From an optimization exercise on the open Yosys and OpenROAD flow, aimed at small area, a short achievable clock period and few clock cycles per item; shortcuts taken in it are not production practice. The RTL was checked by simulation tests, not by an equivalence proof against the original design.

// complex_mult_pipe
module complex_mult_pipe #(
  parameter int IN0_W    = 16,
  parameter int IN0_FRAC = 8,
  parameter int IN1_W    = 12,
  parameter int IN1_FRAC = 10,
  parameter int OUT_W    = 16,
  parameter int OUT_FRAC = 8,
  parameter int ROUND    = 1
) (
  input  logic             CLK,
  input  logic             RST_N,
  input  logic             IN_VALID,
  output logic             IN_READY,
  input  logic             CONJ,
  input  logic [IN0_W-1:0] IN0_Real,
  input  logic [IN0_W-1:0] IN0_Img,
  input  logic [IN1_W-1:0] IN1_Real,
  input  logic [IN1_W-1:0] IN1_Img,
  output logic             OUT_VALID,
  input  logic             OUT_READY,
  output logic [OUT_W-1:0] OUT_Real,
  output logic [OUT_W-1:0] OUT_Img,
  output logic             OVF
);
  logic [3:1] vld_q;
  logic stall;
  assign stall     = vld_q[3] & ~OUT_READY;
  assign IN_READY  = ~stall;
  assign OUT_VALID = vld_q[3];
  always_ff @(posedge CLK or negedge RST_N) begin
    if (!RST_N)      vld_q <= '0;
    else if (!stall) vld_q <= {vld_q[2:1], IN_VALID};
  end
  logic [15:0] ar, ai;
  logic [17:0] ar3, ai3;
  logic [3:0] br_s1, br_s2, br_s3, br_s4, br_neg, bi_s1, bi_s2, bi_s3, bi_s4, nr_neg, ni_neg;
  logic [3:0] br_s1_d, br_s2_d, br_s3_d, br_s4_d, br_neg_d;
  logic [12:0] br_x;
  assign br_x = {IN1_Real, 1'b0};
  for (genvar k = 0; k < 4; k++) begin : g_enc_br
    logic c1, c0, cm;
    assign c1 = br_x[3*k+2] ^ br_x[3*k+3];
    assign c0 = br_x[3*k+1] ^ br_x[3*k+3];
    assign cm = br_x[3*k]   ^ br_x[3*k+3];
    assign br_s1_d[k] = ~c1 & (c0 ^ cm);
    assign br_s2_d[k] = (c1 & ~c0 & ~cm) | (~c1 & c0 & cm);
  ...
clock: 6.5 ns
lec_check: 0
cap_margin: 20
core_margin: 2
core_utilization: 40
cts_buf_list: sky130_fd_sc_hd__clkbuf_4 sky130_fd_sc_hd__clkbuf_8
place_density: 0.5
setup_slack_margin: 3.0
slew_margin: 20
standard.sh (not shown) runs the stock make flow with config.mk's settings and CLKGATE_MAP_FILE= SYNTH_SCRIPT=/design/flow/synth_recipe.tcl, a recipe that flattens the netlist after the stock synthesis.
==> flow/flow/run.sh <==
#!/bin/bash
set -euo pipefail
cp standard.sh standard_sh.log
export BUFFER_PORTS_ARGS="-buffer_cell sky130_fd_sc_hd__buf_2"
bash standard.sh synth > synth.log 2>&1
NET=orfs/results/sky130hd/complex_mult_pipe/base/1_2_yosys.v
cp "$NET" yosys_before_invpush.v.log
python3 flow/invpush.py "$NET" > invpush.log 2>&1
bash standard.sh > standard.log 2>&1
Other scripts of this flow, unchanged in this note and not shown: flow/flow/invpush.py
Testbench counts at the start, summed over its fixed seeds: cycles 16,024, items 16,000.
Next try:
CTS_BUF_LIST = default   (was sky130_fd_sc_hd__clkbuf_4 sky130_fd_sc_hd__clkbuf_8)
Outcome: Maximum frequency decreases by 1.1%. Worst setup slack degrades by 0.038 ns. Synthesized area stays the same. Core utilization decreases by 0.20 points. Clock skew decreases by 0.015 ns.
Next try:
CORE_UTILIZATION = 60   (was 40)
PLACE_DENSITY = 0.65   (was 0.5)
Result: The new run produced a clean layout; count of clock-buffer cells in the layout climbs by 3; cell count drops by roughly a tenth; setup slack is worse by 0.056 ns; final area drops slightly; clock skew drops by 0.012 ns.
Next try:
CORE_UTILIZATION = 40   (was 60)
PLACE_DENSITY = 0.6   (was 0.65)
Effect: Non-clock buffer count came out higher by 4. Cell area came out higher by 1.9%. Routed wire length climbs by 4.3%. Area after synthesis is unchanged. Synthesized cell count does not change.

---

== the baseline ==
Another version of the RTL of complex_mult_pipe (not shown whole).
Size: about 2500 cells after synthesis, ~280 flip-flops.
Settings: LEC_CHECK=0, CAP_MARGIN=20, CORE_MARGIN=2, CORE_UTILIZATION=40, PLACE_DENSITY=0.5, SETUP_SLACK_MARGIN=3.0, SLEW_MARGIN=20; clock period 6.5 ns.
run.sh (not shown) runs the stock make flow with config.mk's settings and CLKGATE_MAP_FILE= SYNTH_SCRIPT=/design/flow/synth_recipe.tcl, a recipe that flattens the netlist after the stock synthesis.
Stock flow here: none of the scripts above is used.
Testbench counts of the baseline, summed over its fixed seeds: cycles 16,024, items 16,000.
Modified inputs, the candidate compared to the baseline
- a change of SETUP_SLACK_MARGIN from 3.0 to 2.0
### Flow results
- The candidate finished every step from synthesis to the final layout, and the layout passed the timing, DRC and antenna checks.
- Going from the baseline to the candidate, non-clock buffer count fell by about 30%; final setup slack of the worst path fell by 690 ps.
- Cmp the candidate and the baseline / final area / lower: the candidate
- Between the baseline and the candidate, the clock network latency to the later pin of the worst-skew pair does not differ in any meaningful way.
- The candidate vs. the baseline: longest individual stage delay on the worst path went up by 40 ps.
- The baseline ended up with yr_q[18]$_DFFE_PN_ as its start point of the critical path; the candidate ended up with OUT_READY.
- In the reports for the candidate and the baseline, the smaller sequential share of cell area belongs to the baseline.

---

Starting RTL as in the previous note.
export LEC_CHECK = 0
export CAP_MARGIN = 20
export CORE_MARGIN = 2
export CORE_UTILIZATION = 40
export PLACE_DENSITY = 0.6
export SETUP_SLACK_MARGIN = 3.0
export SLEW_MARGIN = 20
create_clock -name core_clock -period 6.5 [get_ports {CLK}]
standard.sh (not shown) runs the stock make flow with config.mk's settings and CLKGATE_MAP_FILE= SYNTH_SCRIPT=/design/flow/synth_recipe.tcl, a recipe that flattens the netlist after the stock synthesis.
Scripts as last shown in full above: flow/flow/run.sh
Other scripts of this flow, unchanged in this note and not shown: flow/flow/invpush.py
The starting point produced a clean layout.
Testbench counts at the start, summed over its fixed seeds: cycles 16,024, items 16,000.
==> next run, changes <==
- PLACE_DENSITY: 0.6 -> 0.5
- fmax shrinks by about 0.9%
- clock-buffer cell count drops by 2
- first-iteration DRC count fell by about 3.4%
- final area came out higher by about 1%
- global-route usage increases by 0.71 points
- register-to-register slack gets worse by 0.03 ns
- routed wire length came out higher by 1.4%
- non-clock buffer count climbs by 29
- worst hold slack hardly moves

---

complex_mult_pipe again, from the RTL that the note above started with.
Design complex_mult_pipe, start of the top module:
module complex_mult_pipe #(
  parameter int IN0_W    = 16,
  parameter int IN0_FRAC = 8,
  parameter int IN1_W    = 12,
  parameter int IN1_FRAC = 10,
  parameter int OUT_W    = 16,
  parameter int OUT_FRAC = 8,
  parameter int ROUND    = 1
) (
  input  logic             CLK,
  input  logic             RST_N,
  input  logic             IN_VALID,
  output logic             IN_READY,
  input  logic             CONJ,
  input  logic [IN0_W-1:0] IN0_Real,
  input  logic [IN0_W-1:0] IN0_Img,
  input  logic [IN1_W-1:0] IN1_Real,
  input  logic [IN1_W-1:0] IN1_Img,
  output logic             OUT_VALID,
  input  logic             OUT_READY,
  output logic [OUT_W-1:0] OUT_Real,
  output logic [OUT_W-1:0] OUT_Img,
  output logic             OVF
);
make LEC_CHECK=0 CAP_MARGIN=20 CORE_MARGIN=2 CORE_UTILIZATION=40 PLACE_DENSITY=0.5 SETUP_SLACK_MARGIN=2.5 SLEW_MARGIN=20 finish   # period 6.5 ns
run.sh (not shown) runs the stock make flow with config.mk's settings and CLKGATE_MAP_FILE= SYNTH_SCRIPT=/design/flow/synth_recipe.tcl, a recipe that flattens the netlist after the stock synthesis.
Stock flow here: none of the scripts above is used.
The first run completed with no timing, DRC or antenna violations.
Testbench counts at the start, summed over its fixed seeds: cycles 16,024, items 16,000.
Rerun with:
==> flow/flow/run.sh (new file) <==
#!/bin/bash
set -o pipefail
cp standard.sh standard_sh.log
export BUFFER_PORTS_ARGS="-buffer_cell sky130_fd_sc_hd__buf_2"
bash standard.sh > standard.log 2>&1
==> flow/standard.sh (new file) <==
#!/bin/bash
# synth_recipe.tcl (not shown) runs the flow's synth.tcl, then flattens the netlist and writes it again
# the make line also repeats each setting of config.mk as NAME=value (left out here)
make -C /OpenROAD-flow-scripts/flow DESIGN_CONFIG=/design/flow/config.mk WORK_HOME=/design/flow/orfs CLKGATE_MAP_FILE= SYNTH_SCRIPT=/design/flow/synth_recipe.tcl "${@:-finish}"
--- a/flow/config.mk
+++ b/flow/config.mk
@@ -11,3 +11,3 @@
 export PLACE_DENSITY = 0.5
-export SETUP_SLACK_MARGIN = 2.5
+export SETUP_SLACK_MARGIN = 3.0
 export SLEW_MARGIN = 20
removed: flow/run.sh
Area after synthesis does not change.
Cell area barely changes.
Flip-flop and latch count stays the same.
Worst setup slack improves by 0.35 ns.
Synthesized cell count stays the same.
Register-to-register slack improves by 0.35 ns.

[re-timing with driven ports]
Ports are ideal in the flow. The routed layouts listed here were re-timed in OpenROAD.
Step 1 (the two cells are an assumption about what drives the block):
set clk [get_ports {CLK}]
set_driving_cell -lib_cell sky130_fd_sc_hd__clkbuf_16 $clk
set_driving_cell -lib_cell sky130_fd_sc_hd__buf_2 [delete_from_list [all_inputs] $clk]
Step 2, shift: input delay + t, output delay - t, t = (earliest + latest rising clock arrival at the registers) / 2. This alone moves slack from input paths to output paths.
Slacks: ideal ports / drivers / drivers and shift; pairs: ideal ports / drivers.
run | t (ns) | setup WS [ns] | hold WS [ns] | latest minus earliest clock arrival (ns)
the first run of note 1 | 0.712 | 3.002 / 3.002 / 2.466 | 0.461 / 0.426 / 0.467 | 0.054 / 0.055
the second run of note 1 | 0.653 | 2.964 / 2.964 / 2.485 | 0.467 / 0.467 / 0.467 | 0.041 / 0.041
the third run of note 1 | 0.644 | 2.908 / 2.908 / 2.535 | 0.475 / 0.475 / 0.475 | 0.027 / 0.028
the fourth run of note 1 | 0.623 | 3.005 / 3.005 / 2.592 | 0.457 / 0.457 / 0.457 | 0.039 / 0.039
the baseline | 0.613 | 2.992 / 2.930 / 2.537 | 0.462 / 0.462 / 0.462 | 0.039 / 0.039
the candidate | 0.617 | 2.302 / 2.275 / 2.169 | 0.462 / 0.462 / 0.462 | 0.037 / 0.037
the first run of note 3 | 0.627 | 2.996 / 2.996 / 2.759 | 0.459 / 0.459 / 0.459 | 0.029 / 0.029
the second run of note 3 | 0.625 | 2.965 / 2.965 / 2.691 | 0.458 / 0.458 / 0.458 | 0.043 / 0.043
the first run of note 4 | 0.617 | 2.647 / 2.587 / 2.204 | 0.462 / 0.462 / 0.462 | 0.038 / 0.037
the second run of note 4 | 0.629 | 3.001 / 3.001 / 2.612 | 0.459 / 0.459 / 0.459 | 0.041 / 0.041
After both steps setup and hold are still met in every run listed. The setup slack of the first run of note 1, which loses most, moves by 0.000 ns with the drivers and by -0.536 ns with both steps.
